Background: an optimization exercise with open tools, aiming at small area, a short achievable clock period and few clock cycles. Do not read the settings as production practice.
The RTL was checked by simulation tests, not by an equivalence proof against the original design.
Power is estimated from default activity; no workload was simulated.

**flow/flow/run.sh**
```bash
#!/bin/bash
# The standard layout, with repair_timing aiming well past the 10 ns clock so that the
# resizer sizes gates and buffers for the period this design can reach, and a plain buffer
# (not a delay cell) on each port. Constraints unchanged.
set -euo pipefail
MARGIN=$(cat flow/margin.txt)
bash standard.sh SETUP_SLACK_MARGIN=$MARGIN "BUFFER_PORTS_ARGS=-buffer_cell sky130_fd_sc_hd__buf_2" finish > standard_flow.log 2>&1
```
**flow/flow/margin.txt**
```
6.8
```
**flow/standard.sh**
```bash
#!/bin/bash
# synth_recipe.tcl (not shown) runs the flow's synth.tcl, then flattens the netlist and writes it again
# the make line also repeats each setting of config.mk as NAME=value (left out here)
make -C /OpenROAD-flow-scripts/flow DESIGN_CONFIG=/design/flow/config.mk WORK_HOME=/design/flow/orfs CLKGATE_MAP_FILE= SYNTH_SCRIPT=/design/flow/synth_recipe.tcl "${@:-finish}"
```
**flow/config.mk**
```make
export PLATFORM = sky130hd
export DESIGN_NAME = rms_level_meter_peak_hold
export DESIGN_NICKNAME = rms_level_meter_peak_hold
export VERILOG_FILES = /design/flow/design.v
export SDC_FILE = /design/flow/constraint.sdc
export NUM_CORES = 4
export LEC_CHECK = 0
export ABC_CLOCK_PERIOD_IN_PS = 3000
export CAP_MARGIN = 20
export CORE_MARGIN = 2
export CORE_UTILIZATION = 40
export CTS_BUF_LIST = sky130_fd_sc_hd__clkbuf_8
export CTS_CLUSTER_DIAMETER = 60
export CTS_CLUSTER_SIZE = 16
export GPL_TIMING_DRIVEN = 1
export SLEW_MARGIN = 20
```
**flow/constraint.sdc**
```tcl
create_clock -name core_clock -period 10.0 [get_ports {i_clk}]
set_input_delay 2.0000 -clock core_clock [delete_from_list [all_inputs] [get_ports {i_clk}]]
set_output_delay 2.0000 -clock core_clock [all_outputs]
set_load 0.01 [all_outputs]
```
**flow/design.v**
```verilog
`timescale 1ns / 1ps
package rlm_pkg;
    localparam int RLM_MAX_FRAMES = 256;
    localparam int SAMPLE_W = 16;
    localparam int LEVEL_W  = 7;
    localparam int SUM_W = 39;
endpackage
`timescale 1ns / 1ps
module rlm_ctrl (
    input  logic        i_clk,
    input  logic        i_rst_n,
    input  logic        i_load,
    input  logic [38:0] i_as,
    input  logic [31:0] i_ac,
    input  logic [7:0]  i_nm1,
    input  logic        i_out_ready,
    output logic        o_busy,
    output logic        o_fin,
    output logic        o_valid,
    output logic [6:0]  o_level
);
    logic [4:0]  r_cnt;     
    logic        r_busy;
    logic        r_mul;
    logic        r_dig;     
    logic        r_div;
    logic        r_sqrt;
    logic        r_fin;     
    logic        r_ov;      
    logic [39:0] r_r;
    logic [9:0]  r_c;
    logic        r_cf;      
    logic [31:0] r_rc;      
    logic        r_ca;      
    wire [2:0] w_ds  = {1'b0, r_r[1:0]} + {1'b0, r_rc[1:0]} + {2'd0, r_ca};
    wire [1:0] w_dig = r_dig ? w_ds[1:0] : 2'd0;
    wire [2:0] w_lo  = {1'b0, w_dig} + {1'b0, r_c[1:0]} + {2'd0, r_cf};
    wire [9:0] w_k   = (w_dig == 2'd0) ? 10'd0 : (w_dig == 2'd1) ? 10'd156 :
                       (w_dig == 2'd2) ? 10'd312 : 10'd468;
    wire [9:0] w_cn  = w_k + {2'd0, r_c[9:2]};
    wire [8:0]  w_a   = r_div ? {r_r[39:32], r_r[31]} : {1'b0, r_r[39:32]};
    wire [8:0]  w_b   = r_div ? {1'b0, i_nm1} : {2'b00, r_c[6:0]};
    wire        w_bin = r_div | (r_r[31:30] == 2'b00);
    wire [9:0]  w_d   = {1'b0, w_a} - {1'b0, w_b} - {9'd0, w_bin};
    wire        w_ge  = ~w_d[9];
    wire [7:0]  w_pdiv = w_ge ? w_d[7:0] : w_a[7:0];
    wire [7:0]  w_psq  = w_ge ? {w_d[5:0], r_r[31:30] - 2'd1} : {r_r[37:32], r_r[31:30]};
    wire w_last = (r_cnt == 5'd0);
    always_ff @(posedge i_clk) begin
        if (!i_rst_n) begin
            r_busy <= 1'b0;
            r_mul  <= 1'b0;
            r_div  <= 1'b0;
            r_sqrt <= 1'b0;
            r_fin  <= 1'b0;
            r_ov   <= 1'b0;
        end else if (i_load) begin
            r_busy <= 1'b1;
            r_mul  <= 1'b1;
            r_div  <= 1'b0;
            r_sqrt <= 1'b0;
            r_fin  <= 1'b0;
            r_ov   <= 1'b0;
        end else begin
            if (r_ov & i_out_ready) begin
                r_busy <= 1'b0;
                r_ov   <= 1'b0;
            end
            if (r_fin) begin
                r_ov <= 1'b1;
            end
            r_fin <= w_last & r_sqrt;
            if (w_last) begin
                r_mul  <= 1'b0;
                r_div  <= r_mul;
                r_sqrt <= r_div;
            end
        end
    end
    always_ff @(posedge i_clk) begin
        if (i_load) begin
            r_cnt   <= 5'd23;
            r_dig   <= 1'b1;
            r_r     <= {1'b0, i_as};
            r_rc    <= i_ac;
            r_ca    <= 1'b0;
            r_c     <= 10'd0;
            r_cf    <= 1'b0;
        end else begin
            r_cnt   <= w_last ? (r_mul ? 5'd13 : 5'd6) : r_cnt - 5'd1;
            if (r_cnt == 5'd4) begin
                r_dig <= 1'b0;
            end
            r_rc       <= {2'b00, r_rc[31:2]};
            r_ca       <= w_ds[2];
            r_cf       <= w_lo[2];
            r_r[17:0]  <= r_r[19:2];
            if (r_div) begin
                r_r[39:32] <= w_last ? 8'd0 : w_pdiv;
                r_r[31:18] <= {r_r[30:18], w_ge};
            end else if (r_sqrt) begin
                r_r[39:32] <= w_psq;
                r_r[31:18] <= {r_r[29:18], 2'b00};
            end else begin
                r_r[39:18] <= {w_lo[1:0], r_r[39:20]};
            end
            if (r_mul) begin
                r_c <= w_cn;
            end else if (r_sqrt) begin
                r_c[6:0] <= {r_c[5:0], w_ge};
            end
        end
    end
    assign o_busy  = r_busy;
    assign o_fin   = r_fin;
    assign o_valid = r_ov;
    assign o_level = r_c[6:0];
endmodule
`timescale 1ns / 1ps
module rlm_csa (
    input  logic [14:0] y,
    input  logic        s,
    input  logic [30:0] as_,
    input  logic [30:0] ac,
    output logic [30:0] os_,
    output logic [30:0] oc,
    output logic [0:0] co
);
    wire w0 = y[0] & y[2];
    wire w1 = y[0] & y[3];
    wire w2 = y[0] & y[4];
    wire w3 = y[0] & y[5];
    wire w4 = y[0] & y[6];
    wire w5 = y[0] & y[7];
    wire w6 = y[0] & y[8];
    wire w7 = y[0] & y[9];
    wire w8 = y[0] & y[10];
    wire w9 = y[0] & y[11];
    wire w10 = y[0] & y[12];
    wire w11 = y[0] & y[13];
    wire w12 = y[0] & y[14];
    wire w13 = y[1] & y[3];
    wire w14 = y[1] & y[4];
    wire w15 = y[1] & y[5];
    wire w16 = y[1] & y[6];
    wire w17 = y[1] & y[7];
    wire w18 = y[1] & y[8];
    wire w19 = y[1] & y[9];
    wire w20 = y[1] & y[10];
    wire w21 = y[1] & y[11];
    wire w22 = y[1] & y[12];
    wire w23 = y[1] & y[13];
    wire w24 = y[1] & y[14];
    wire w25 = y[2] & y[4];
    wire w26 = y[2] & y[5];
    wire w27 = y[2] & y[6];
    wire w28 = y[2] & y[7];
    wire w29 = y[2] & y[8];
    wire w30 = y[2] & y[9];
    wire w31 = y[2] & y[10];
    wire w32 = y[2] & y[11];
    wire w33 = y[2] & y[12];
    wire w34 = y[2] & y[13];
    wire w35 = y[2] & y[14];
    wire w36 = y[3] & y[5];
    wire w37 = y[3] & y[6];
    wire w38 = y[3] & y[7];
    wire w39 = y[3] & y[8];
    wire w40 = y[3] & y[9];
    wire w41 = y[3] & y[10];
    wire w42 = y[3] & y[11];
    wire w43 = y[3] & y[12];
    wire w44 = y[3] & y[13];
    wire w45 = y[3] & y[14];
    wire w46 = y[4] & y[6];
    wire w47 = y[4] & y[7];
    wire w48 = y[4] & y[8];
    wire w49 = y[4] & y[9];
    wire w50 = y[4] & y[10];
    wire w51 = y[4] & y[11];
    wire w52 = y[4] & y[12];
    wire w53 = y[4] & y[13];
    wire w54 = y[4] & y[14];
    wire w55 = y[5] & y[7];
    wire w56 = y[5] & y[8];
    wire w57 = y[5] & y[9];
    wire w58 = y[5] & y[10];
    wire w59 = y[5] & y[11];
    wire w60 = y[5] & y[12];
    wire w61 = y[5] & y[13];
    wire w62 = y[5] & y[14];
    wire w63 = y[6] & y[8];
    wire w64 = y[6] & y[9];
    wire w65 = y[6] & y[10];
    wire w66 = y[6] & y[11];
    wire w67 = y[6] & y[12];
    wire w68 = y[6] & y[13];
    wire w69 = y[6] & y[14];
    wire w70 = y[7] & y[9];
    wire w71 = y[7] & y[10];
    wire w72 = y[7] & y[11];
    wire w73 = y[7] & y[12];
    wire w74 = y[7] & y[13];
    wire w75 = y[7] & y[14];
    wire w76 = y[8] & y[10];
    wire w77 = y[8] & y[11];
    wire w78 = y[8] & y[12];
    wire w79 = y[8] & y[13];
    wire w80 = y[8] & y[14];
    wire w81 = y[9] & y[11];
    wire w82 = y[9] & y[12];
    wire w83 = y[9] & y[13];
    wire w84 = y[9] & y[14];
    wire w85 = y[10] & y[12];
    wire w86 = y[10] & y[13];
    wire w87 = y[10] & y[14];
    wire w88 = y[11] & y[13];
    wire w89 = y[11] & y[14];
    wire w90 = y[12] & y[14];
    wire w91 = y[1] & ~y[0];
    wire w92 = y[0] & y[1];
    wire w93 = y[2] & ~y[1];
    wire w94 = y[1] & y[2];
    wire w95 = y[3] & ~y[2];
    wire w96 = y[2] & y[3];
    wire w97 = y[4] & ~y[3];
    wire w98 = y[3] & y[4];
    wire w99 = y[5] & ~y[4];
    wire w100 = y[4] & y[5];
    wire w101 = y[6] & ~y[5];
    wire w102 = y[5] & y[6];
    wire w103 = y[7] & ~y[6];
    wire w104 = y[6] & y[7];
    wire w105 = y[8] & ~y[7];
    wire w106 = y[7] & y[8];
    wire w107 = y[9] & ~y[8];
    wire w108 = y[8] & y[9];
    wire w109 = y[10] & ~y[9];
    wire w110 = y[9] & y[10];
    wire w111 = y[11] & ~y[10];
    wire w112 = y[10] & y[11];
    wire w113 = y[12] & ~y[11];
    wire w114 = y[11] & y[12];
    wire w115 = y[13] & ~y[12];
    wire w116 = y[12] & y[13];
    wire w117 = y[14] & ~y[13];
    wire w118 = y[13] & y[14];
    wire w119 = y[0] ^ s;
    wire w120 = s & y[0];
    wire w121 = s & y[1];
    wire w122 = s & y[2];
    wire w123 = s & y[3];
    wire w124 = s & y[4];
    wire w125 = s & y[5];
    wire w126 = s & y[6];
    wire w127 = s & y[7];
    wire w128 = s & y[8];
    wire w129 = s & y[9];
    wire w130 = s & y[10];
    wire w131 = s & y[11];
    wire w132 = s & y[12];
    wire w133 = s & y[13];
    wire w134 = s & y[14];
    wire w135 = w10 ^ w21;
    wire w136 = w10 & w21;
    wire w137 = w11 ^ w22 ^ w32;
    wire w138 = (w11 & w22) | (w11 & w32) | (w22 & w32);
    wire w139 = w12 ^ w23 ^ w33;
    wire w140 = (w12 & w23) | (w12 & w33) | (w23 & w33);
    wire w141 = w42 ^ w50;
    wire w142 = w42 & w50;
    wire w143 = w24 ^ w34 ^ w43;
    wire w144 = (w24 & w34) | (w24 & w43) | (w34 & w43);
    wire w145 = w35 ^ w44;
    wire w146 = w35 & w44;
    wire w147 = w4 ^ w15;
    wire w148 = w4 & w15;
    wire w149 = w5 ^ w16 ^ w26;
    wire w150 = (w5 & w16) | (w5 & w26) | (w16 & w26);
    wire w151 = w6 ^ w17 ^ w27;
    wire w152 = (w6 & w17) | (w6 & w27) | (w17 & w27);
    wire w153 = w36 ^ w98;
    wire w154 = w36 & w98;
    wire w155 = w7 ^ w18 ^ w28;
    wire w156 = (w7 & w18) | (w7 & w28) | (w18 & w28);
    wire w157 = w37 ^ w99 ^ w129;
    wire w158 = (w37 & w99) | (w37 & w129) | (w99 & w129);
    wire w159 = w8 ^ w19 ^ w29;
    wire w160 = (w8 & w19) | (w8 & w29) | (w19 & w29);
    wire w161 = w38 ^ w46 ^ w100;
    wire w162 = (w38 & w46) | (w38 & w100) | (w46 & w100);
    wire w163 = w130 ^ as_[11];
    wire w164 = w130 & as_[11];
    wire w165 = w9 ^ w20 ^ w30;
    wire w166 = (w9 & w20) | (w9 & w30) | (w20 & w30);
    wire w167 = w39 ^ w47 ^ w101;
    wire w168 = (w39 & w47) | (w39 & w101) | (w47 & w101);
    wire w169 = w131 ^ as_[12] ^ ac[12];
    wire w170 = (w131 & as_[12]) | (w131 & ac[12]) | (as_[12] & ac[12]);
    wire w171 = w135 ^ w31 ^ w40;
    wire w172 = (w135 & w31) | (w135 & w40) | (w31 & w40);
    wire w173 = w48 ^ w55 ^ w102;
    wire w174 = (w48 & w55) | (w48 & w102) | (w55 & w102);
    wire w175 = w132 ^ as_[13] ^ ac[13];
    wire w176 = (w132 & as_[13]) | (w132 & ac[13]) | (as_[13] & ac[13]);
    wire w177 = w136 ^ w137 ^ w41;
    wire w178 = (w136 & w137) | (w136 & w41) | (w137 & w41);
    wire w179 = w49 ^ w56 ^ w103;
    wire w180 = (w49 & w56) | (w49 & w103) | (w56 & w103);
    wire w181 = w133 ^ as_[14] ^ ac[14];
    wire w182 = (w133 & as_[14]) | (w133 & ac[14]) | (as_[14] & ac[14]);
    wire w183 = w138 ^ w139 ^ w141;
    wire w184 = (w138 & w139) | (w138 & w141) | (w139 & w141);
    wire w185 = w57 ^ w63 ^ w104;
    wire w186 = (w57 & w63) | (w57 & w104) | (w63 & w104);
    wire w187 = w134 ^ as_[15] ^ ac[15];
    wire w188 = (w134 & as_[15]) | (w134 & ac[15]) | (as_[15] & ac[15]);
    wire w189 = w140 ^ w142 ^ w143;
    wire w190 = (w140 & w142) | (w140 & w143) | (w142 & w143);
    wire w191 = w51 ^ w58 ^ w64;
    wire w192 = (w51 & w58) | (w51 & w64) | (w58 & w64);
    wire w193 = w105 ^ as_[16] ^ ac[16];
    wire w194 = (w105 & as_[16]) | (w105 & ac[16]) | (as_[16] & ac[16]);
    wire w195 = w144 ^ w145 ^ w52;
    wire w196 = (w144 & w145) | (w144 & w52) | (w145 & w52);
    wire w197 = w59 ^ w65 ^ w70;
    wire w198 = (w59 & w65) | (w59 & w70) | (w65 & w70);
    wire w199 = w106 ^ as_[17] ^ ac[17];
    wire w200 = (w106 & as_[17]) | (w106 & ac[17]) | (as_[17] & ac[17]);
    wire w201 = w146 ^ w45 ^ w53;
    wire w202 = (w146 & w45) | (w146 & w53) | (w45 & w53);
    wire w203 = w60 ^ w66 ^ w71;
    wire w204 = (w60 & w66) | (w60 & w71) | (w66 & w71);
    wire w205 = w107 ^ as_[18] ^ ac[18];
    wire w206 = (w107 & as_[18]) | (w107 & ac[18]) | (as_[18] & ac[18]);
    wire w207 = w54 ^ w61 ^ w67;
    wire w208 = (w54 & w61) | (w54 & w67) | (w61 & w67);
    wire w209 = w72 ^ w76 ^ w108;
    wire w210 = (w72 & w76) | (w72 & w108) | (w76 & w108);
    wire w211 = as_[19] ^ ac[19];
    wire w212 = as_[19] & ac[19];
    wire w213 = w62 ^ w68 ^ w73;
    wire w214 = (w62 & w68) | (w62 & w73) | (w68 & w73);
    wire w215 = w77 ^ w109 ^ as_[20];
    wire w216 = (w77 & w109) | (w77 & as_[20]) | (w109 & as_[20]);
    wire w217 = w69 ^ w74 ^ w78;
    wire w218 = (w69 & w74) | (w69 & w78) | (w74 & w78);
    wire w219 = w81 ^ w110;
    wire w220 = w81 & w110;
    wire w221 = w75 ^ w79 ^ w82;
    wire w222 = (w75 & w79) | (w75 & w82) | (w79 & w82);
    wire w223 = w80 ^ w83;
    wire w224 = w80 & w83;
    wire w225 = w91 ^ w120;
    wire w226 = w91 & w120;
    wire w227 = w0 ^ w92 ^ w122;
    wire w228 = (w0 & w92) | (w0 & w122) | (w92 & w122);
    wire w229 = w1 ^ w93 ^ w123;
    wire w230 = (w1 & w93) | (w1 & w123) | (w93 & w123);
    wire w231 = w2 ^ w13 ^ w94;
    wire w232 = (w2 & w13) | (w2 & w94) | (w13 & w94);
    wire w233 = w124 ^ as_[5];
    wire w234 = w124 & as_[5];
    wire w235 = w3 ^ w14 ^ w95;
    wire w236 = (w3 & w14) | (w3 & w95) | (w14 & w95);
    wire w237 = w125 ^ as_[6] ^ ac[6];
    wire w238 = (w125 & as_[6]) | (w125 & ac[6]) | (as_[6] & ac[6]);
    wire w239 = w147 ^ w25 ^ w96;
    wire w240 = (w147 & w25) | (w147 & w96) | (w25 & w96);
    wire w241 = w126 ^ as_[7] ^ ac[7];
    wire w242 = (w126 & as_[7]) | (w126 & ac[7]) | (as_[7] & ac[7]);
    wire w243 = w148 ^ w149 ^ w97;
    wire w244 = (w148 & w149) | (w148 & w97) | (w149 & w97);
    wire w245 = w127 ^ as_[8] ^ ac[8];
    wire w246 = (w127 & as_[8]) | (w127 & ac[8]) | (as_[8] & ac[8]);
    wire w247 = w150 ^ w151 ^ w153;
    wire w248 = (w150 & w151) | (w150 & w153) | (w151 & w153);
    wire w249 = w128 ^ as_[9] ^ ac[9];
    wire w250 = (w128 & as_[9]) | (w128 & ac[9]) | (as_[9] & ac[9]);
    wire w251 = w152 ^ w154 ^ w155;
    wire w252 = (w152 & w154) | (w152 & w155) | (w154 & w155);
    wire w253 = w157 ^ as_[10] ^ ac[10];
    wire w254 = (w157 & as_[10]) | (w157 & ac[10]) | (as_[10] & ac[10]);
    wire w255 = w156 ^ w158 ^ w159;
    wire w256 = (w156 & w158) | (w156 & w159) | (w158 & w159);
    wire w257 = w161 ^ w163 ^ ac[11];
    wire w258 = (w161 & w163) | (w161 & ac[11]) | (w163 & ac[11]);
    wire w259 = w160 ^ w162 ^ w164;
    wire w260 = (w160 & w162) | (w160 & w164) | (w162 & w164);
    wire w261 = w165 ^ w167 ^ w169;
    wire w262 = (w165 & w167) | (w165 & w169) | (w167 & w169);
    wire w263 = w166 ^ w168 ^ w170;
    wire w264 = (w166 & w168) | (w166 & w170) | (w168 & w170);
    wire w265 = w171 ^ w173 ^ w175;
    wire w266 = (w171 & w173) | (w171 & w175) | (w173 & w175);
    wire w267 = w172 ^ w174 ^ w176;
    wire w268 = (w172 & w174) | (w172 & w176) | (w174 & w176);
    wire w269 = w177 ^ w179 ^ w181;
    wire w270 = (w177 & w179) | (w177 & w181) | (w179 & w181);
    wire w271 = w178 ^ w180 ^ w182;
    wire w272 = (w178 & w180) | (w178 & w182) | (w180 & w182);
    wire w273 = w183 ^ w185 ^ w187;
    wire w274 = (w183 & w185) | (w183 & w187) | (w185 & w187);
    wire w275 = w184 ^ w186 ^ w188;
    wire w276 = (w184 & w186) | (w184 & w188) | (w186 & w188);
    wire w277 = w189 ^ w191 ^ w193;
    wire w278 = (w189 & w191) | (w189 & w193) | (w191 & w193);
    wire w279 = w190 ^ w192 ^ w194;
    wire w280 = (w190 & w192) | (w190 & w194) | (w192 & w194);
    wire w281 = w195 ^ w197 ^ w199;
    wire w282 = (w195 & w197) | (w195 & w199) | (w197 & w199);
    wire w283 = w196 ^ w198 ^ w200;
    wire w284 = (w196 & w198) | (w196 & w200) | (w198 & w200);
    wire w285 = w201 ^ w203 ^ w205;
    wire w286 = (w201 & w203) | (w201 & w205) | (w203 & w205);
    wire w287 = w202 ^ w204 ^ w206;
    wire w288 = (w202 & w204) | (w202 & w206) | (w204 & w206);
    wire w289 = w207 ^ w209 ^ w211;
    wire w290 = (w207 & w209) | (w207 & w211) | (w209 & w211);
    wire w291 = w208 ^ w210 ^ w212;
    wire w292 = (w208 & w210) | (w208 & w212) | (w210 & w212);
    wire w293 = w213 ^ w215 ^ ac[20];
    wire w294 = (w213 & w215) | (w213 & ac[20]) | (w215 & ac[20]);
    wire w295 = w214 ^ w216 ^ w217;
    wire w296 = (w214 & w216) | (w214 & w217) | (w216 & w217);
    wire w297 = w219 ^ as_[21] ^ ac[21];
    wire w298 = (w219 & as_[21]) | (w219 & ac[21]) | (as_[21] & ac[21]);
    wire w299 = w218 ^ w220 ^ w221;
    wire w300 = (w218 & w220) | (w218 & w221) | (w220 & w221);
    wire w301 = w111 ^ as_[22] ^ ac[22];
    wire w302 = (w111 & as_[22]) | (w111 & ac[22]) | (as_[22] & ac[22]);
    wire w303 = w222 ^ w223 ^ w85;
    wire w304 = (w222 & w223) | (w222 & w85) | (w223 & w85);
    wire w305 = w112 ^ as_[23] ^ ac[23];
    wire w306 = (w112 & as_[23]) | (w112 & ac[23]) | (as_[23] & ac[23]);
    wire w307 = w224 ^ w84 ^ w86;
    wire w308 = (w224 & w84) | (w224 & w86) | (w84 & w86);
    wire w309 = w113 ^ as_[24] ^ ac[24];
    wire w310 = (w113 & as_[24]) | (w113 & ac[24]) | (as_[24] & ac[24]);
    wire w311 = w87 ^ w88 ^ w114;
    wire w312 = (w87 & w88) | (w87 & w114) | (w88 & w114);
    wire w313 = as_[25] ^ ac[25];
    wire w314 = as_[25] & ac[25];
    wire w315 = w89 ^ w115 ^ as_[26];
    wire w316 = (w89 & w115) | (w89 & as_[26]) | (w115 & as_[26]);
    wire w317 = w90 ^ w116;
    wire w318 = w90 & w116;
    wire w319 = w225 ^ w121;
    wire w320 = w225 & w121;
    wire w321 = w226 ^ w227 ^ as_[3];
    wire w322 = (w226 & w227) | (w226 & as_[3]) | (w227 & as_[3]);
    wire w323 = w228 ^ w229 ^ as_[4];
    wire w324 = (w228 & w229) | (w228 & as_[4]) | (w229 & as_[4]);
    wire w325 = w230 ^ w231 ^ w233;
    wire w326 = (w230 & w231) | (w230 & w233) | (w231 & w233);
    wire w327 = w232 ^ w234 ^ w235;
    wire w328 = (w232 & w234) | (w232 & w235) | (w234 & w235);
    wire w329 = w236 ^ w238 ^ w239;
    wire w330 = (w236 & w238) | (w236 & w239) | (w238 & w239);
    wire w331 = w240 ^ w242 ^ w243;
    wire w332 = (w240 & w242) | (w240 & w243) | (w242 & w243);
    wire w333 = w244 ^ w246 ^ w247;
    wire w334 = (w244 & w246) | (w244 & w247) | (w246 & w247);
    wire w335 = w248 ^ w250 ^ w251;
    wire w336 = (w248 & w250) | (w248 & w251) | (w250 & w251);
    wire w337 = w252 ^ w254 ^ w255;
    wire w338 = (w252 & w254) | (w252 & w255) | (w254 & w255);
    wire w339 = w256 ^ w258 ^ w259;
    wire w340 = (w256 & w258) | (w256 & w259) | (w258 & w259);
    wire w341 = w260 ^ w262 ^ w263;
    wire w342 = (w260 & w262) | (w260 & w263) | (w262 & w263);
    wire w343 = w264 ^ w266 ^ w267;
    wire w344 = (w264 & w266) | (w264 & w267) | (w266 & w267);
    wire w345 = w268 ^ w270 ^ w271;
    wire w346 = (w268 & w270) | (w268 & w271) | (w270 & w271);
    wire w347 = w272 ^ w274 ^ w275;
    wire w348 = (w272 & w274) | (w272 & w275) | (w274 & w275);
    wire w349 = w276 ^ w278 ^ w279;
    wire w350 = (w276 & w278) | (w276 & w279) | (w278 & w279);
    wire w351 = w280 ^ w282 ^ w283;
    wire w352 = (w280 & w282) | (w280 & w283) | (w282 & w283);
    wire w353 = w284 ^ w286 ^ w287;
    wire w354 = (w284 & w286) | (w284 & w287) | (w286 & w287);
    wire w355 = w288 ^ w290 ^ w291;
    wire w356 = (w288 & w290) | (w288 & w291) | (w290 & w291);
    wire w357 = w292 ^ w294 ^ w295;
    wire w358 = (w292 & w294) | (w292 & w295) | (w294 & w295);
    wire w359 = w296 ^ w298 ^ w299;
    wire w360 = (w296 & w298) | (w296 & w299) | (w298 & w299);
    wire w361 = w300 ^ w302 ^ w303;
    wire w362 = (w300 & w302) | (w300 & w303) | (w302 & w303);
    wire w363 = w304 ^ w306 ^ w307;
    wire w364 = (w304 & w306) | (w304 & w307) | (w306 & w307);
    wire w365 = w308 ^ w310 ^ w311;
    wire w366 = (w308 & w310) | (w308 & w311) | (w310 & w311);
    wire w367 = w312 ^ w314 ^ w315;
    wire w368 = (w312 & w314) | (w312 & w315) | (w314 & w315);
    wire w369 = w316 ^ w317 ^ as_[27];
    wire w370 = (w316 & w317) | (w316 & as_[27]) | (w317 & as_[27]);
    wire w371 = w318 ^ w117 ^ as_[28];
    wire w372 = (w318 & w117) | (w318 & as_[28]) | (w117 & as_[28]);
    wire w373 = w118 ^ as_[29];
    wire w374 = w118 & as_[29];
    wire w375 = w119 ^ as_[0];
    wire w376 = w119 & as_[0];
    wire w377 = as_[1] ^ ac[1];
    wire w378 = as_[1] & ac[1];
    wire w379 = w319 ^ as_[2] ^ ac[2];
    wire w380 = (w319 & as_[2]) | (w319 & ac[2]) | (as_[2] & ac[2]);
    wire w381 = w320 ^ w321 ^ ac[3];
    wire w382 = (w320 & w321) | (w320 & ac[3]) | (w321 & ac[3]);
    wire w383 = w322 ^ w323 ^ ac[4];
    wire w384 = (w322 & w323) | (w322 & ac[4]) | (w323 & ac[4]);
    wire w385 = w324 ^ w325 ^ ac[5];
    wire w386 = (w324 & w325) | (w324 & ac[5]) | (w325 & ac[5]);
    wire w387 = w326 ^ w327 ^ w237;
    wire w388 = (w326 & w327) | (w326 & w237) | (w327 & w237);
    wire w389 = w328 ^ w329 ^ w241;
    wire w390 = (w328 & w329) | (w328 & w241) | (w329 & w241);
    wire w391 = w330 ^ w331 ^ w245;
    wire w392 = (w330 & w331) | (w330 & w245) | (w331 & w245);
    wire w393 = w332 ^ w333 ^ w249;
    wire w394 = (w332 & w333) | (w332 & w249) | (w333 & w249);
    wire w395 = w334 ^ w335 ^ w253;
    wire w396 = (w334 & w335) | (w334 & w253) | (w335 & w253);
    wire w397 = w336 ^ w337 ^ w257;
    wire w398 = (w336 & w337) | (w336 & w257) | (w337 & w257);
    wire w399 = w338 ^ w339 ^ w261;
    wire w400 = (w338 & w339) | (w338 & w261) | (w339 & w261);
    wire w401 = w340 ^ w341 ^ w265;
    wire w402 = (w340 & w341) | (w340 & w265) | (w341 & w265);
    wire w403 = w342 ^ w343 ^ w269;
    wire w404 = (w342 & w343) | (w342 & w269) | (w343 & w269);
    wire w405 = w344 ^ w345 ^ w273;
    wire w406 = (w344 & w345) | (w344 & w273) | (w345 & w273);
    wire w407 = w346 ^ w347 ^ w277;
    wire w408 = (w346 & w347) | (w346 & w277) | (w347 & w277);
    wire w409 = w348 ^ w349 ^ w281;
    wire w410 = (w348 & w349) | (w348 & w281) | (w349 & w281);
    wire w411 = w350 ^ w351 ^ w285;
    wire w412 = (w350 & w351) | (w350 & w285) | (w351 & w285);
    wire w413 = w352 ^ w353 ^ w289;
    wire w414 = (w352 & w353) | (w352 & w289) | (w353 & w289);
    wire w415 = w354 ^ w355 ^ w293;
    wire w416 = (w354 & w355) | (w354 & w293) | (w355 & w293);
    wire w417 = w356 ^ w357 ^ w297;
    wire w418 = (w356 & w357) | (w356 & w297) | (w357 & w297);
    wire w419 = w358 ^ w359 ^ w301;
    wire w420 = (w358 & w359) | (w358 & w301) | (w359 & w301);
    wire w421 = w360 ^ w361 ^ w305;
    wire w422 = (w360 & w361) | (w360 & w305) | (w361 & w305);
    wire w423 = w362 ^ w363 ^ w309;
    wire w424 = (w362 & w363) | (w362 & w309) | (w363 & w309);
    wire w425 = w364 ^ w365 ^ w313;
    wire w426 = (w364 & w365) | (w364 & w313) | (w365 & w313);
    wire w427 = w366 ^ w367 ^ ac[26];
    wire w428 = (w366 & w367) | (w366 & ac[26]) | (w367 & ac[26]);
    wire w429 = w368 ^ w369 ^ ac[27];
    wire w430 = (w368 & w369) | (w368 & ac[27]) | (w369 & ac[27]);
    wire w431 = w370 ^ w371 ^ ac[28];
    wire w432 = (w370 & w371) | (w370 & ac[28]) | (w371 & ac[28]);
    wire w433 = w372 ^ w373 ^ ac[29];
    wire w434 = (w372 & w373) | (w372 & ac[29]) | (w373 & ac[29]);
    wire w435 = w374 ^ as_[30] ^ ac[30];
    wire w436 = (w374 & as_[30]) | (w374 & ac[30]) | (as_[30] & ac[30]);
    assign os_[0] = w375;
    assign oc[0] = ac[0];
    assign os_[1] = w376;
    assign oc[1] = w377;
    assign os_[2] = w378;
    assign oc[2] = w379;
    assign os_[3] = w380;
    assign oc[3] = w381;
    assign os_[4] = w382;
    assign oc[4] = w383;
    assign os_[5] = w384;
    assign oc[5] = w385;
    assign os_[6] = w386;
    assign oc[6] = w387;
    assign os_[7] = w388;
    assign oc[7] = w389;
    assign os_[8] = w390;
    assign oc[8] = w391;
    assign os_[9] = w392;
    assign oc[9] = w393;
    assign os_[10] = w394;
    assign oc[10] = w395;
    assign os_[11] = w396;
    assign oc[11] = w397;
    assign os_[12] = w398;
    assign oc[12] = w399;
    assign os_[13] = w400;
    assign oc[13] = w401;
    assign os_[14] = w402;
    assign oc[14] = w403;
    assign os_[15] = w404;
    assign oc[15] = w405;
    assign os_[16] = w406;
    assign oc[16] = w407;
    assign os_[17] = w408;
    assign oc[17] = w409;
    assign os_[18] = w410;
    assign oc[18] = w411;
    assign os_[19] = w412;
    assign oc[19] = w413;
    assign os_[20] = w414;
    assign oc[20] = w415;
    assign os_[21] = w416;
    assign oc[21] = w417;
    assign os_[22] = w418;
    assign oc[22] = w419;
    assign os_[23] = w420;
    assign oc[23] = w421;
    assign os_[24] = w422;
    assign oc[24] = w423;
    assign os_[25] = w424;
    assign oc[25] = w425;
    assign os_[26] = w426;
    assign oc[26] = w427;
    assign os_[27] = w428;
    assign oc[27] = w429;
    assign os_[28] = w430;
    assign oc[28] = w431;
    assign os_[29] = w432;
    assign oc[29] = w433;
    assign os_[30] = w434;
    assign oc[30] = w435;
    assign co[0] = w436;
endmodule
`timescale 1ns / 1ps
module rms_level_meter_peak_hold #(
    parameter int MAX_FRAMES = rlm_pkg::RLM_MAX_FRAMES
) (
    input  logic                                i_clk,
    input  logic                                i_rst_n,
    input  logic                                i_in_valid,
    output logic                                o_in_ready,
    input  logic signed [rlm_pkg::SAMPLE_W-1:0] i_sample,
    input  logic                                i_last_sample,
    output logic                                o_out_valid,
    input  logic                                i_out_ready,
    output logic [rlm_pkg::LEVEL_W-1:0]         o_level,
    output logic [rlm_pkg::LEVEL_W-1:0]         o_peak_level
);
    logic          r_rdy;      
    logic [7:0]    r_cnt;      
    logic [7:0]    r_ncap;     
    logic [14:0]   r_y;        
    logic          r_s;        
    logic          r_v;        
    logic          r_cl;       
    logic          r_done;     
    logic          r_xfer;     
    logic          r_zero;     
    logic [30:0]   r_as;       
    logic [30:0]   r_ac;
    logic          r_c31;      
    logic [7:0]    r_hi;       
    logic [6:0]    r_pk;
    wire       w_busy;
    wire       w_fin;
    wire       w_ov;
    wire [6:0] w_level;
    wire w_full    = ~r_cl & ((r_v & (r_cnt == 8'd254)) | (~r_v & (r_cnt == 8'd255)));
    wire w_take_in = i_in_valid & r_rdy & i_rst_n;
    wire w_close   = w_take_in & (i_last_sample | w_full);
    wire w_block   = r_cl | r_done | w_busy;
    wire w_unblock = r_xfer & ~r_cl;
    wire w_ncap_ld = (r_cl & r_rdy) | (w_unblock & ~r_rdy);
    wire w_busy_n  = r_xfer | (w_busy & ~(w_ov & i_out_ready));
    wire w_done_n  = r_cl | (r_done & ~r_xfer);
    always_ff @(posedge i_clk) begin
        if (!i_rst_n) begin
            r_rdy  <= 1'b1;
            r_cnt  <= 8'd0;
            r_v    <= 1'b0;
            r_cl   <= 1'b0;
            r_done <= 1'b0;
            r_xfer <= 1'b0;
            r_zero <= 1'b1;
        end else begin
            if (r_rdy) begin
                r_rdy <= ~(w_close & w_block);
            end else begin
                r_rdy <= w_unblock;
            end
            if (w_ncap_ld) begin
                r_cnt <= 8'd0;
            end else if (r_v & ~r_cl) begin
                r_cnt <= r_cnt + 8'd1;
            end
            r_v    <= w_take_in;
            r_cl   <= w_close;
            r_done <= w_done_n;
            r_xfer <= w_done_n & ~w_busy_n;
            r_zero <= w_done_n & ~w_busy_n;
        end
    end
    always_ff @(posedge i_clk) begin
        if (w_ncap_ld) begin
            r_ncap <= r_cnt;
        end
    end
    always_ff @(posedge i_clk) begin
        r_y <= w_take_in ? (i_sample[14:0] ^ {15{i_sample[15]}}) : 15'd0;
        r_s <= w_take_in & i_sample[15];
    end
    wire [30:0] w_as;
    wire [30:0] w_ac;
    wire        w_co;
    rlm_csa u_csa (
        .y   (r_y),
        .s   (r_s),
        .as_ (r_as & {31{~r_zero}}),
        .ac  (r_ac & {31{~r_zero}}),
        .os_ (w_as),
        .oc  (w_ac),
        .co  (w_co)
    );
    always_ff @(posedge i_clk) begin
        r_as  <= w_as;
        r_ac  <= w_ac;
        r_c31 <= w_co;
        r_hi  <= r_zero ? 8'd0 : r_hi + {7'd0, r_c31};
    end
    rlm_ctrl u_lvl (
        .i_clk   (i_clk),
        .i_rst_n (i_rst_n),
        .i_load  (r_xfer),
        .i_as    ({r_hi, r_as}),
        .i_ac    ({r_c31, r_ac}),
        .i_nm1   (r_ncap),
        .i_out_ready (i_out_ready),
        .o_busy  (w_busy),
        .o_fin   (w_fin),
        .o_valid (w_ov),
        .o_level (w_level)
    );
    always_ff @(posedge i_clk) begin
        if (!i_rst_n) begin
            r_pk <= 7'd0;
        end else if (w_fin && (w_level > r_pk)) begin
            r_pk <= w_level;
        end
    end
    assign o_in_ready   = r_rdy;
    assign o_out_valid  = w_ov;
    assign o_level      = w_level;
    assign o_peak_level = r_pk;
endmodule
```
==> impl_metrics.csv, run 1 <==
group,metric,value,unit
global_routing,grt_max_degree,71,
clocking,insertion_delay,0.56,ns
power,sequentialPowerShare,41.5,%
clocking,clockBufferDepth,3,
cells_and_area,seq_area,0.00439,mm2
floorplanning,die_y,183,um
detailed_routing,drt_iter0_drc,316,
clocking,cts.clk_slew.worst_paths,0.09,ns
setup_path,critPathMaxFanout,4,
detailed_routing,wl_per_cell,14.5,um
setup_path,crit_chain,"and2_1, fa_1, fa_1, inv_1, fa_1, fa_1, inv_1, fa_1",
synth,async_reset_ff_share,0,%
power,p_per_area,187,mW/mm2
floorplanning,core,0.0316,mm2
clocking,cts_buffers,24,
detailed_routing,vias_per_cell,4.78,
placement,hpwl,17900,um
worst_hold_path,min_path_type,"register to register",
cells_and_area,synthToLayoutAreaGrowth,9.40,%
run_status,status,"complete, no violations",
clocking,cts-htree-levels,1,
global_routing,grt_pass1_vias,8664,
sta,finalCritPeriodShare,31.2,%
synth,synth_edf_count,8,
power,ir_worst_vdd,0.000117,V
setup_path,cpPeakStageDelay,0.51,ns
synth,yosysWarnings,2,
sta,fin_crit,3.12,ns
synth,ys.flop_type,"dfxtp_1",
sta,rsz0062_at_grt,"yes",
synth,netlist_area,0.0129,mm2
global_routing,overflow,0,
cells_and_area,nets,1531,
global_routing,grt_use_total,15.6,%
detailed_routing,drc,0,
power,p_int,1.65,mW
placement,pre_cts_ws,6.27,ns
floorplanning,io_pins,37,
power,power.leakage,6.26,nW
floorplanning,num_rows,65,
sta,tightest_slew,0.910,ns
placement,gp_congestion,0.799,
sta,hold_viol_final,0,
setup_path,cpMostUsedCell,"fa_1",
detailed_routing,vias,8291,
setup_path,start_kind,"register",
cells_and_area,diodes,0,
synth,yosysSeqAreaShare,33.6,%
placement,portBuffers,36,
floorplanning,start_util,40.7,%
synth,ys_ff_latch,212,
synth,syn_inst,1295,
global_routing,grt_pass1_wl,42800,um
clocking,cts.sinks,212,
synth,synthDistinctLibCells,55,
cells_and_area,layout-drive-gt1-share,10.4,%
detailed_routing,final_antenna_net_count,0,
power,pwr-share-clk,23.4,%
setup_path,cp.required,10.44,ns
clocking,cts_tree,"done",
sta,slew_viol_final,0,
cells_and_area,multi_input_area,0.00764,mm2
floorplanning,die_w,183,um
sta,fmax,0.320,GHz
setup_path,crit_path_end_kind,"register",
setup_path,cp_data_arrival_time,3.56,ns
global_routing,antenna_found_initial,0,
clocking,ctsHoldBuffers,0,
floorplanning,die_area,0.0336,mm2
detailed_routing,routed_wl,25100,um
cells_and_area,nFillCells,3065,
setup_path,cpMaxStageDelayCell,"fa_1",
sta,fin_tns_setup,0,ns
power,sw_frac_of_total,37.5,%
power,combPwrFrac,35.1,%
power,p_switching,991,uW
sta,fin_skew,0.0281,ns
sta,setup_ws,6.88,ns
setup_path,worst-setup-path-type,"register to register",
detailed_routing,drtPass1Iterations,4,
flow_run,maxCapViolCount,0,
synth,syn_avg_cell_area,9.94,um2
sta,setup_viol,0,
sta,slew_headroom,39.3,%
clocking,cts_root_buffer,"clkbuf_8",
## area by class of cell
cell class	count	share of cell area [%]
Clock buffer	26	2.54
Clock inverter	17	1.09
Inverter	187	4.98
Multi-Input combinational cell	835	54.2
Sequential cell	212	31.2
Tap cell	402	3.57
Timing Repair Buffer	55	2.40
## cell families after synthesis
| group | synth area share [%] |
|---|---|
| multiplexers | 7.32 |
| adder cells (fa/ha/maj) | 27.2 |
| AO/OA/AOI/OAI | 6.26 |
| flip-flops | 33.6 |
| AND/OR/NAND/NOR | 15.8 |
| XOR/XNOR | 2.38 |
| buffers and inverters | 7.50 |
## cell usage in the layout (no fill, tap or decap), drive strengths merged, types with 33 or more instances in the layout
master / count
fa: 141
mux2: 54
ha: 54
nand2: 92
mux2i: 33
o21ai: 33
a21oi: 37
dfxtp: 204
inv: 193
nor2b: 58
buf: 55
and2: 88
nor2: 71
nand2b: 36
## worst max-delay path, delay by kind of cell (launching register included)
family                   cells  cell delay (ns)
AND/OR/NAND/NOR              1             0.17
flip-flops                   1             0.36
buffers and inverters        2             0.10
adder cells (fa/ha/maj)      5             2.38
## cells in the mapped netlist (8+ instances only)
cell type / number / area share [%]
a211oi_1: 8 / 0.47
fa_1: 141 / 22
edfxtp_1: 8 / 1.9
xnor2_1: 24 / 1.6
xor2_1: 11 / 0.75
nor2_1: 71 / 2.1
a21oi_1: 37 / 1.4
and2_1: 88 / 4.3
ha_1: 54 / 5.2
inv_1: 187 / 5.5
nor2b_1: 58 / 2.8
clkbuf_1: 48 / 1.4
o21ai_0: 8 / 0.31
o21ai_1: 25 / 0.97
dfxtp_1: 204 / 32
mux2_1: 52 / 4.5
nand3_1: 19 / 0.74
mux2i_1: 33 / 2.6
nand2_1: 91 / 2.7
nand2b_1: 36 / 1.7
## power groups by stage
stage	Sequential, mW	Combinational [mW]	Clock, mW
6_report	1.10	0.926	0.617
5_1_grt	1.12	1.06	0.678
4_1_cts	1.10	0.914	0.642
3_5_place_dp	1.12	0.880	0
3_3_place_gp	1.12	0.868	0
2_1_floorplan	1.06	0.733	0
## worst paths after layout
path,startpoint,to,slack [ns],depth (start not counted)
worst min-delay path,u_lvl.r_rc[6],u_lvl.r_rc[4],0.43,1
worst max register to register,r_y[14],r_ac[17],6.88,8
worst max-delay path,r_y[14],r_ac[17],6.88,8
worst min register to register,u_lvl.r_rc[6],u_lvl.r_rc[4],0.43,1
## timing repair
action / 4_1_cts / 5_1_grt
resized for setup: 34 / 14
setup buffers: 12 / 4
endpoints found under the setup margin: 29 / 27
pin swaps: 1 / 6
## registers in the layout, summed over array words and instances, names as in the netlist, 5 cells and up
| register | cells |
|---|---|
| u_lvl.r_cnt | 5 |
| r_pk | 7 |
| u_lvl.r_r | 40 |
| r_ac | 31 |
| u_lvl.r_c | 10 |
| r_cnt | 8 |
| r_hi | 8 |
| u_lvl.r_rc | 32 |
| r_y | 15 |
| r_ncap | 8 |
| r_as | 31 |
## per-stage QoR
| step | total power [mW] | instances | util (%) | cell area [um2] | hold WS (ns) |
|---|---|---|---|---|---|
| finish | 2.64 | 1734 | 44.5 | 14100 | 0.426 |
| global route | 2.85 | 1734 | 44.5 | 14100 | 0.443 |
| CTS | 2.66 | 1730 | 44.3 | 14000 | 0.434 |
| detailed placement | 2.00 | 1675 | 42.1 | 13300 | 0.420 |
| global placement | 1.99 | 1675 | 42.1 | 13300 | 0.418 |
| floorplan | 1.79 | 1295 | - | 12900 | 0.410 |
## per-layer routing
metal / global-route usage, % / share of wire, %
met1: 21.0 / 49
met2: 26.8 / 46
met3: 2.08 / 2.9
met4: 3.49 / 2.0
met5: 0 / 0
Testbench counts, summed over its fixed seeds: cycles 32,134.
==> inputs of run 2 (changes only) <==
--- a/flow/config.mk
+++ b/flow/config.mk
@@ -12,5 +12,4 @@
 export CTS_BUF_LIST = sky130_fd_sc_hd__clkbuf_8
 export CTS_CLUSTER_DIAMETER = 60
 export CTS_CLUSTER_SIZE = 16
-export GPL_TIMING_DRIVEN = 1
 export SLEW_MARGIN = 20
==> run 2 against run 1 <==
Critical path type unchanged. Sequential power is essentially flat. Synthesized cell count stayed put. Critical endpoint unchanged. First-iteration DRC count is the same. Utilization unchanged. Still clean. Synthesized area did not move. Clock power about the same.
==> impl_metrics.csv, run 2 <==
group,metric,value,unit
run_status,status,"complete, no violations",
power,sw_frac_of_total,37.5,%
placement,gp_congestion,0.799,
sta,fin_skew,0.0281,ns
setup_path,ff2ff_path_depth,8,
detailed_routing,final_antenna_net_count,0,
clocking,cts-htree-levels,1,
sta,holdWs,0.426,ns
cells_and_area,stdcell_count,1734,
placement,hpwl,17900,um
setup_path,worst-setup-path-type,"register to register",
floorplanning,die_y,183,um
cells_and_area,layout-drive-gt1-share,10.4,%
synth,netlist_area,0.0129,mm2
synth,synth_commonest_cells,"204 x dfxtp_1, 187 x inv_1, 141 x fa_1",
floorplanning,core,0.0316,mm2
cells_and_area,final_common_cell,"inv_1",
global_routing,grt_use_total,15.6,%
sta,slew_headroom,39.3,%
sta,slew_viol_final,0,
setup_path,crit_path_end_kind,"register",
setup_path,r2r-start,"r_y[14]",
setup_path,crit_chain,"and2_1, fa_1, fa_1, inv_1, fa_1, fa_1, inv_1, fa_1",
sta,fin_crit,3.12,ns
cells_and_area,multi_input_area,0.00764,mm2
detailed_routing,wl_per_cell,14.5,um
placement,portBuffers,36,
power,sequentialPowerShare,41.5,%
clocking,cts.sinks,212,
floorplanning,die_area,0.0336,mm2
power,p_total,2.64,mW
floorplanning,num_rows,65,
clocking,insertion_delay,0.56,ns
synth,synth_top_family_by_area,"adder cells",
clocking,cts_buffers,24,
clocking,ctsHoldBuffers,0,
setup_path,rrSetupSlack,6.88,ns
power,p_int,1.65,mW
power,combPwrFrac,35.1,%
detailed_routing,vias_per_cell,4.78,
cells_and_area,synthToLayoutAreaGrowth,9.40,%
synth,yosys.area_share.adder,27.2,%
sta,hold_viol_final,0,
synth,synth_mux_area_share,7.32,%
synth,ys_ff_latch,212,
synth,synth_most_common_cell,"dfxtp_1",
clocking,cts_tree,"done",
setup_path,cpMaxStageDelayCell,"fa_1",
synth,synth-compound-area-share,6.26,%
placement,pre_cts_ws,6.27,ns
setup_path,cp_data_arrival_time,3.56,ns
power,ir_worst_vdd,0.000117,V
power,p_switching,991,uW
clocking,cts_root_buffer,"clkbuf_8",
cells_and_area,fin_area,0.0141,mm2
floorplanning,die_w,183,um
sta,tightest_slew,0.910,ns
synth,async_reset_ff_share,0,%
floorplanning,io_pins,37,
global_routing,grt_pass1_vias,8664,
synth,yosys.area.top_type,"dfxtp_1",
synth,yosysWarnings,2,
cells_and_area,diodes,0,
synth,synthDistinctLibCells,55,
setup_path,start_kind,"register",
detailed_routing,routed_wl,25100,um
clocking,cts.clk_slew.worst_paths,0.09,ns
cells_and_area,largest_reg_flops,40,
synth,ys.flop_type,"dfxtp_1",
power,pwr-share-clk,23.4,%
sta,fmax,0.320,GHz
worst_hold_path,min_path_type,"register to register",
cells_and_area,final_util,44.5,%
synth,syn_inst,1295,
setup_path,cp.required,10.44,ns
setup_path,cpPeakStageDelay,0.51,ns
cells_and_area,nFillCells,3065,
global_routing,grt_max_degree,71,
cells_and_area,regMostFlops,"u_lvl.r_r",
worst_hold_path,hold_end,"u_lvl.r_rc[4]",
synth,syn_avg_cell_area,9.94,um2
placement,dpl_cell_area,0.0133,mm2
cells_and_area,largestRegisters,"u_lvl.r_r x40, u_lvl.r_rc x32",
detailed_routing,vias,8291,
synth,yosysSeqAreaShare,33.6,%
power,p_per_area,187,mW/mm2
detailed_routing,drt_iter0_drc,316,
global_routing,overflow,0,
placement,dp_cells,1675,
setup_path,cpMostUsedCell,"fa_1",
sta,setup_ws,6.88,ns
global_routing,antenna_found_initial,0,
worst_hold_path,min_delay_path_depth,1,
synth,synth-simple-area-share,15.8,%
synth,synth_edf_count,8,
worst_hold_path,hold_start,"u_lvl.r_rc[6]",
synth,yosys.area.top_type_share,31.7,%
flow_run,maxCapViolCount,0,
detailed_routing,drc,0,
floorplanning,start_util,40.7,%
sta,finalCritPeriodShare,31.2,%
synth,synth_xor_area_share,2.38,%
clocking,clockBufferDepth,3,
sta,setup_viol,0,
global_routing,grt_pass1_wl,42800,um
cells_and_area,layout_common_cells,"188 x inv_1, 179 x dfxtp_1, 138 x fa_1, 90 x nand2_1, 88 x and2_1",
sta,rsz0062_at_grt,"yes",
setup_path,critPathMaxFanout,4,
power,power.leakage,6.26,nW
setup_path,r2r-end,"r_ac[17]",
synth,synth_area_leaders,"dfxtp_1 32%, fa_1 22%, inv_1 5.5%, ha_1 5.2%, mux2_1 4.5%",
sta,fin_tns_setup,0,ns
detailed_routing,drtPass1Iterations,4,
cells_and_area,nets,1531,
cells_and_area,seq_area,0.00439,mm2
==> run 2: cell counts after synthesis <==
No cell type changed its count.
==> run 2: critical path, delay by kind of cell, from the launching register on <==
family,cells,cell delay [ns]
AND/OR/NAND/NOR,1,0.17
adder cells (fa/ha/maj),5,2.38
buffers and inverters,2,0.10
flip-flops,1,0.36
==> run 2: cell type report <==
type / count / area share, %
clock inverter: 17 / 1.09
clock buffer: 26 / 2.54
multi-input combinational: 835 / 54.2
tap: 402 / 3.57
timing repair buffer: 55 / 2.40
inverter: 187 / 4.98
sequential: 212 / 31.2
==> run 2: per-layer routing <==
| layer | track usage [%] | part of all wire [%] | up-vias |
|---|---|---|---|
| met2 | 26.8 | 46 | 113 |
| met1 | 21.0 | 49 | 4035 |
| met4 | 3.49 | 2.0 | 0 |
| met3 | 2.08 | 2.9 | 36 |
| li1 | - | - | 4107 |
| met5 | 0 | 0 | - |
==> run 2: power groups by stage <==
stage               sequential [mW]  clock (mW)  combinational, mW
floorplan                      1.06           0              0.733
global placement               1.12           0              0.868
detailed placement             1.12           0              0.880
CTS                            1.10       0.642              0.914
global route                   1.12       0.678               1.06
finish                         1.10       0.617              0.926
==> run 2: timing repair <==
action / in CTS / in global routing
buffers inserted: 12 / 4
gates resized for setup: 34 / 14
pin swaps: 1 / 6
endpoints found under the setup margin: 29 / 27
==> run 2: cell families (layout without fill, tap and decap cells) <==
group,Yosys count,in the layout
fa+ha+maj,195,195
simple gates,393,393
xor+xnor,35,35
buf+inv,248,285
compound gates,125,125
flops,212,212
mux,87,87
==> run 2: worst max path at each step <==
stage | from | depth (start not counted) | endpoint | slack (ns)
floorplan | r_y[14] | 9 | r_ac[17] | 6.80
global placement | i_rst_n | 5 | r_rdy | 6.35
detailed placement | i_rst_n | 5 | r_rdy | 6.27
CTS | u_lvl.r_div | 10 | u_lvl.r_r[38] | 6.73
global route | u_lvl.r_div | 10 | u_lvl.r_r[38] | 6.78
finish | r_y[14] | 8 | r_ac[17] | 6.88
==> inputs of run 3 (changes only) <==
--- a/flow/config.mk
+++ b/flow/config.mk
@@ -8,8 +8,9 @@
 export ABC_CLOCK_PERIOD_IN_PS = 3000
 export CAP_MARGIN = 20
 export CORE_MARGIN = 2
-export CORE_UTILIZATION = 40
+export CORE_UTILIZATION = 60
 export CTS_BUF_LIST = sky130_fd_sc_hd__clkbuf_8
 export CTS_CLUSTER_DIAMETER = 60
 export CTS_CLUSTER_SIZE = 16
+export PLACE_DENSITY = 0.8
 export SLEW_MARGIN = 20
==> run 3 against run 2 <==
Sequential power about the same. Worst setup slack got worse by 0.021 ns. Highest routed layer unchanged. Critical endpoint is now o_level[3]. Synthesized area stayed put. Maximum frequency is 0.68% lower. Hold slack gained 0.011 ns.
==> impl_metrics.csv, run 3 <==
group,metric,value,unit
power,sw_frac_of_total,36.9,%
sta,fin_skew,0.0263,ns
cells_and_area,diodes,0,
synth,yosys.area.top_type_share,31.7,%
sta,fin_crit,3.14,ns
setup_path,setup.worst_path.start,"u_lvl.r_c[3]",
sta,fmax,0.318,GHz
floorplanning,die_w,150,um
synth,synthDistinctLibCells,55,
cells_and_area,final_common_cell,"inv_1",
power,pwr-share-clk,24.6,%
detailed_routing,drtPass1Iterations,5,
setup_path,cpPeakStageDelay,0.44,ns
sta,tightest_slew,0.902,ns
detailed_routing,routed_wl,24900,um
setup_path,endpoint,"o_level[3]",
placement,hpwl,17300,um
global_routing,grt_max_degree,71,
synth,synth_most_common_cell,"dfxtp_1",
synth,synth-simple-area-share,15.8,%
cells_and_area,layout-drive-gt1-share,11.2,%
detailed_routing,drt_iter0_drc,517,
power,p_per_area,194,mW/mm2
setup_path,cp.required,8.00,ns
clocking,cts.clk_slew.worst_paths,0.09,ns
clocking,cts_buffers,23,
detailed_routing,wl_per_cell,15.4,um
detailed_routing,drc,0,
setup_path,cp_data_arrival_time,1.14,ns
synth,synth_area_leaders,"dfxtp_1 32%, fa_1 22%, inv_1 5.5%, ha_1 5.2%, mux2_1 4.5%",
setup_path,r2r-start,"r_y[6]",
synth,synth_edf_count,8,
synth,syn_avg_cell_area,9.94,um2
setup_path,cp_num_buf_inv,1,
flow_run,maxCapViolCount,0,
setup_path,worst-path-stages,1,
setup_path,cp_top_family,"flip-flops",
global_routing,grt_pass1_vias,8794,
cells_and_area,largest_reg_flops,40,
placement,portBuffers,36,
synth,async_reset_ff_share,0,%
global_routing,overflow,0,
clocking,cts_root_buffer,"clkbuf_8",
sta,hold_viol_final,0,
setup_path,crit_path_end_kind,"primary output",
floorplanning,io_pins,37,
power,power.leakage,6.33,nW
cells_and_area,synthToLayoutAreaGrowth,9.31,%
floorplanning,die_y,150,um
power,p_switching,1.01,mW
setup_path,crit_chain,"buf_2",
cells_and_area,layout_common_cells,"188 x inv_1, 180 x dfxtp_1, 137 x fa_1, 90 x nand2_1, 88 x and2_1",
synth,synth_xor_area_share,2.38,%
synth,synth_top_family_by_area,"adder cells",
cells_and_area,nFillCells,1561,
clocking,cts-htree-levels,1,
cells_and_area,largestRegisters,"u_lvl.r_r x40, u_lvl.r_rc x32",
global_routing,grt_pass1_wl,41600,um
synth,synth-compound-area-share,6.26,%
placement,dp_cells,1548,
worst_hold_path,min_path_type,"register to register",
sta,rsz0062_at_grt,"yes",
global_routing,antenna_found_initial,0,
power,ir_worst_vdd,0.000109,V
cells_and_area,nets,1539,
sta,setup_viol,0,
synth,yosys.area_share.adder,27.2,%
synth,synth_commonest_cells,"204 x dfxtp_1, 187 x inv_1, 141 x fa_1",
synth,yosysSeqAreaShare,33.6,%
setup_path,worst-setup-path-type,"register to primary output",
global_routing,grt_use_total,22.8,%
synth,ys.flop_type,"dfxtp_1",
setup_path,start_kind,"register",
power,sequentialPowerShare,40.2,%
clocking,cts.sinks,212,
sta,slew_headroom,39.9,%
setup_path,r2r-end,"r_ac[8]",
cells_and_area,stdcell_count,1614,
synth,synth_mux_area_share,7.32,%
run_status,status,"complete, no violations",
synth,netlist_area,0.0129,mm2
clocking,cts_tree,"done",
floorplanning,start_util,61.3,%
synth,yosys.area.top_type,"dfxtp_1",
power,combPwrFrac,35.1,%
placement,dpl_cell_area,0.0132,mm2
floorplanning,die_area,0.0226,mm2
sta,fin_tns_setup,0,ns
sta,slew_viol_final,0,
power,p_total,2.73,mW
clocking,insertion_delay,0.56,ns
setup_path,critPathMaxFanout,7,
detailed_routing,vias_per_cell,5.28,
setup_path,cpMaxStageDelayCell,"dfxtp_2",
synth,yosysWarnings,2,
cells_and_area,regMostFlops,"u_lvl.r_r",
power,p_int,1.72,mW
cells_and_area,fin_area,0.0141,mm2
sta,finalCritPeriodShare,31.4,%
detailed_routing,vias,8515,
setup_path,ff2ff_path_depth,7,
setup_path,rrSetupSlack,6.87,ns
clocking,clockBufferDepth,3,
synth,ys_ff_latch,212,
floorplanning,num_rows,53,
floorplanning,core,0.0210,mm2
placement,gp_congestion,0.866,
synth,syn_inst,1295,
detailed_routing,final_antenna_net_count,0,
run 3: cell counts after synthesis:
Identical to the previous run, type by type.
run 3: final cells by class:
type                            count  area (um2)  share of cell area, %
Multi-Input combinational cell    835        7680                   54.6
Sequential cell                   212        4380                   31.1
Inverter                          187         702                   4.99
Timing Repair Buffer               64         405                   2.88
Tap cell                          275         344                   2.44
Clock buffer                       24         330                   2.35
Clock inverter                     17         226                   1.61
run 3: how the worst min path moves through the flow:
stage / from / to / slack, ns / cells after the start
after detailed placement: u_lvl.r_r[7] / u_lvl.r_r[5] / 0.42 / 1
after global routing: u_lvl.r_r[2] / u_lvl.r_r[0] / 0.45 / 1
after floorplan: u_lvl.r_rc[2] / u_lvl.r_rc[0] / 0.41 / 1
after global placement: u_lvl.r_r[7] / u_lvl.r_r[5] / 0.41 / 1
after CTS: u_lvl.r_r[13] / u_lvl.r_r[11] / 0.44 / 1
final: u_lvl.r_rc[5] / u_lvl.r_rc[3] / 0.44 / 1
run 3: layer usage:
layer / global-route usage [%] / wire length, um / share of wire, % / up-vias
met1: 30.0 / 11300 / 45 / 4190
met3: 4.24 / 1150 / 4.6 / 38
met2: 39.1 / 12000 / 48 / 175
met4: 5.24 / 461 / 1.9 / 0
li1: - / - / - / 4112
met5: 0 / 0 / 0 / -
run 3: what timing repair did:
action | CTS | global route
hold buffers | 0 | 0
gates resized for setup | 29 | 24
buffers inserted | 18 | 7
pin swaps | 1 | 8
setup endpoints to repair | 30 | 20
cloned | 0 | 0
run 3: cell families after synthesis:
| group | count (synthesis) |
|---|---|
| AND/OR/NAND/NOR | 393 |
| buffers and inverters | 248 |
| flip-flops | 212 |
| adder cells (fa/ha/maj) | 195 |
| AO/OA/AOI/OAI | 125 |
| multiplexers | 87 |
| XOR/XNOR | 35 |
run 3: through the flow:
step | setup WS (ns) | hold WS, ns | util [%]
finish | 6.86 | 0.436 | 67.0
global route | 6.73 | 0.454 | 67.0
CTS | 6.80 | 0.438 | 66.3
detailed placement | 6.31 | 0.421 | 62.7
global placement | 6.42 | 0.414 | 62.7
floorplan | 6.80 | 0.410 | -
run 3: power groups by stage:
| stage | registers, mW | logic [mW] | clock network [mW] |
|---|---|---|---|
| after CTS | 1.09 | 0.904 | 0.685 |
| after detailed placement | 1.12 | 0.872 | 0 |
| after global placement | 1.11 | 0.848 | 0 |
| after global routing | 1.11 | 1.08 | 0.721 |
| after floorplan | 1.06 | 0.733 | 0 |
| final | 1.10 | 0.959 | 0.672 |
==> inputs of run 4 (changes only) <==
==> flow/flow/run.sh (replaced) <==
#!/bin/bash
# The standard layout, with repair_timing aiming well past the 10 ns clock so that the
# resizer sizes gates and buffers for the period this design can reach, and a plain buffer
# (not a delay cell) on each port. Constraints unchanged.
set -euo pipefail
MARGIN=$(cat flow/margin.txt)
bash standard.sh SETUP_SLACK_MARGIN=$MARGIN "BUFFER_PORTS_ARGS=-buffer_cell sky130_fd_sc_hd__buf_2" REMOVE_ABC_BUFFERS=1 finish > standard_flow.log 2>&1
--- a/flow/config.mk
+++ b/flow/config.mk
@@ -8,9 +8,8 @@
 export ABC_CLOCK_PERIOD_IN_PS = 3000
 export CAP_MARGIN = 20
 export CORE_MARGIN = 2
-export CORE_UTILIZATION = 60
+export CORE_UTILIZATION = 40
 export CTS_BUF_LIST = sky130_fd_sc_hd__clkbuf_8
 export CTS_CLUSTER_DIAMETER = 60
 export CTS_CLUSTER_SIZE = 16
-export PLACE_DENSITY = 0.8
 export SLEW_MARGIN = 20
==> run 4 against run 3 <==
Still clean on timing, DRC and antenna. Clock skew up 0.012 ns. Critical path depth unchanged. Sequential share of layout area fell by 0.15 points. Synthesized area unchanged. Sequential cell count unchanged. Hold slack about the same. Total power down 0.52%. Final cell count is 7.9% higher. Wire length increased by 1.6%. Worst setup slack better by 0.015 ns. First-iteration DRC count fell by 30%. Critical path type unchanged. Largest cell class unchanged.
==> impl_metrics.csv, run 4 <==
group,metric,value,unit
floorplanning,die_w,183,um
clocking,cts_root_buffer,"clkbuf_8",
sta,slew_headroom,41.2,%
sta,tightest_slew,0.881,ns
flow_run,maxCapViolCount,0,
synth,async_reset_ff_share,0,%
sta,setup_viol,0,
floorplanning,start_util,40.7,%
setup_path,crit_path_end_kind,"primary output",
placement,gp_congestion,0.795,
placement,dpl_cell_area,0.0133,mm2
detailed_routing,final_antenna_net_count,0,
synth,synth_area_leaders,"dfxtp_1 32%, fa_1 22%, inv_1 5.5%, ha_1 5.2%, mux2_1 4.5%",
synth,synth_most_common_cell,"dfxtp_1",
power,ir_worst_vdd,0.000123,V
synth,yosysSeqAreaShare,33.6,%
cells_and_area,regMostFlops,"u_lvl.r_r",
global_routing,grt_use_total,15.8,%
cells_and_area,largest_reg_flops,40,
clocking,clockBufferDepth,3,
detailed_routing,drc,0,
global_routing,grt_pass1_vias,8654,
sta,rsz0062_at_grt,"yes",
floorplanning,core,0.0316,mm2
clocking,ctsHoldBuffers,0,
synth,yosysWarnings,2,
cells_and_area,largestRegisters,"u_lvl.r_r x40, u_lvl.r_rc x32",
sta,fmax,0.320,GHz
sta,slew_viol_final,0,
worst_hold_path,hold_start,"u_lvl.r_r[5]",
setup_path,cpMaxStageDelayCell,"dfxtp_4",
cells_and_area,diodes,0,
cells_and_area,fin_area,0.0142,mm2
synth,syn_avg_cell_area,9.94,um2
floorplanning,num_rows,65,
setup_path,cp_top_family,"flip-flops",
floorplanning,die_y,183,um
global_routing,grt_pass1_wl,43200,um
sta,hold_viol_final,0,
setup_path,critPathMaxFanout,7,
synth,ys.flop_type,"dfxtp_1",
global_routing,antenna_found_initial,0,
sta,fin_tns_setup,0,ns
setup_path,cp.required,8.00,ns
synth,synth_edf_count,8,
global_routing,overflow,0,
placement,hpwl,17700,um
power,p_per_area,191,mW/mm2
synth,synthDistinctLibCells,55,
setup_path,cp_num_buf_inv,1,
cells_and_area,synthToLayoutAreaGrowth,10.2,%
placement,portBuffers,36,
sta,fin_crit,3.13,ns
sta,fin_skew,0.0379,ns
detailed_routing,vias,8282,
detailed_routing,vias_per_cell,4.75,
setup_path,crit_chain,"buf_2",
synth,syn_inst,1295,
run_status,status,"complete, no violations",
worst_hold_path,min_path_type,"register to register",
clocking,insertion_delay,0.57,ns
setup_path,cpPeakStageDelay,0.42,ns
synth,yosys.area.top_type_share,31.7,%
clocking,cts.clk_slew.worst_paths,0.10,ns
power,p_total,2.72,mW
sta,finalCritPeriodShare,31.3,%
synth,ys_ff_latch,212,
clocking,cts.sinks,212,
setup_path,setup.worst_path.start,"u_lvl.r_c[2]",
setup_path,r2r-start,"r_y[12]",
clocking,cts_buffers,24,
floorplanning,die_area,0.0336,mm2
detailed_routing,drtPass1Iterations,5,
cells_and_area,nets,1539,
cells_and_area,final_common_cell,"inv_1",
detailed_routing,routed_wl,25300,um
clocking,cts_tree,"done",
setup_path,worst-setup-path-type,"register to primary output",
detailed_routing,wl_per_cell,14.5,um
synth,synth_commonest_cells,"204 x dfxtp_1, 187 x inv_1, 141 x fa_1",
setup_path,start_kind,"register",
cells_and_area,layout_common_cells,"188 x inv_1, 178 x dfxtp_1, 135 x fa_1, 90 x nand2_1, 88 x and2_1",
detailed_routing,drt_iter0_drc,364,
clocking,cts-htree-levels,1,
floorplanning,io_pins,37,
global_routing,grt_max_degree,72,
cells_and_area,layout-drive-gt1-share,11.3,%
synth,netlist_area,0.0129,mm2
synth,yosys.area.top_type,"dfxtp_1",
power,power.leakage,6.31,nW
setup_path,cp_data_arrival_time,1.13,ns
[run 4: through the flow]
| step | utilization (%) | hold slack, ns | setup WS, ns | std cells |
|---|---|---|---|---|
| finish | 44.9 | 0.436 | 6.87 | 1742 |
| global route | 44.9 | 0.452 | 6.72 | 1742 |
| CTS | 44.4 | 0.442 | 6.71 | 1732 |
| detailed placement | 42.1 | 0.419 | 6.03 | 1675 |
| global placement | 42.1 | 0.417 | 6.09 | 1675 |
| floorplan | - | 0.411 | 6.10 | 1234 |
[run 4: routing by layer]
metal	GRT usage [%]	vias to the layer above	share of wire [%]
met4	3.20	0	1.3
met1	22.4	4003	49
met5	0	-	0
met2	26.0	137	46
li1	-	4117	-
met3	2.02	25	3.6
[run 4: cell families (layout without fill, tap and decap cells)]
group	Yosys count	count (layout)	share of synthesized area [%]
AO/OA/AOI/OAI	125	125	6.26
XOR/XNOR	35	35	2.38
adder cells (fa/ha/maj)	195	195	27.2
buffers and inverters	248	293	7.50
flip-flops	212	212	33.6
multiplexers	87	87	7.32
AND/OR/NAND/NOR	393	393	15.8
[run 4: path summary, 6_finish.rpt]
check | end | slack, ns | cells past startpoint
max | o_level[2] | 6.87 | 1
min reg2reg | u_lvl.r_r[3] | 0.44 | 1
max reg2reg | r_ac[16] | 6.88 | 8
min | u_lvl.r_r[3] | 0.44 | 1
[run 4: area by class of cell]
cell class / count / area [um2]
tap: 402 / 503
fill: 3017 / 17400
clock inverter: 17 / 166
sequential: 212 / 4400
inverter: 187 / 702
clock buffer: 26 / 358
timing repair buffer: 63 / 402
multi-input combinational: 835 / 7660
[run 4: power breakdown]
| group | internal (mW) | switching [mW] | total, mW |
|---|---|---|---|
| Sequential | 0.981 | 0.113 | 1.09 |
| Clock | 0.267 | 0.365 | 0.632 |
| Combinational | 0.445 | 0.544 | 0.989 |
[run 4: timing repair]
item,in CTS,in global routing
pin swaps,1,8
setup buffers,14,10
resized for setup,39,21
endpoints found under the setup margin,33,30

-- port drivers added, routing unchanged --
How much do the figures lean on ideal ports? The routed layouts below were timed once more, with nothing changed but the port constraints.
Step 1 sets driving cells, clkbuf_16 on the clock port and buf_2 on the other inputs (assumed; they add their load-dependent delay and slew).
Step 2 also shifts input and output timing later by t, the mid clock arrival at the registers, as if the neighbouring blocks saw the same clock.
Slacks: ideal / step 1 / step 2; pairs: ideal / step 1.
run | t (ns) | slack for setup (ns) | worst hold slack (ns) | worst data-port slew with drivers (ns)
run 1 | 0.592 | 6.880 / 6.832 / 6.542 | 0.426 / 0.426 / 0.426 | 0.03
run 2 | 0.592 | 6.880 / 6.832 / 6.542 | 0.426 / 0.426 / 0.426 | 0.03
run 3 | 0.584 | 6.858 / 6.818 / 6.534 | 0.436 / 0.436 / 0.436 | 0.03
run 4 | 0.589 | 6.874 / 6.830 / 6.517 | 0.436 / 0.436 / 0.436 | 0.03
After both steps setup and hold are still met in every run listed. For run 4, which loses most, drivers alone change the setup slack by -0.044 ns; drivers and shift together by -0.357 ns.
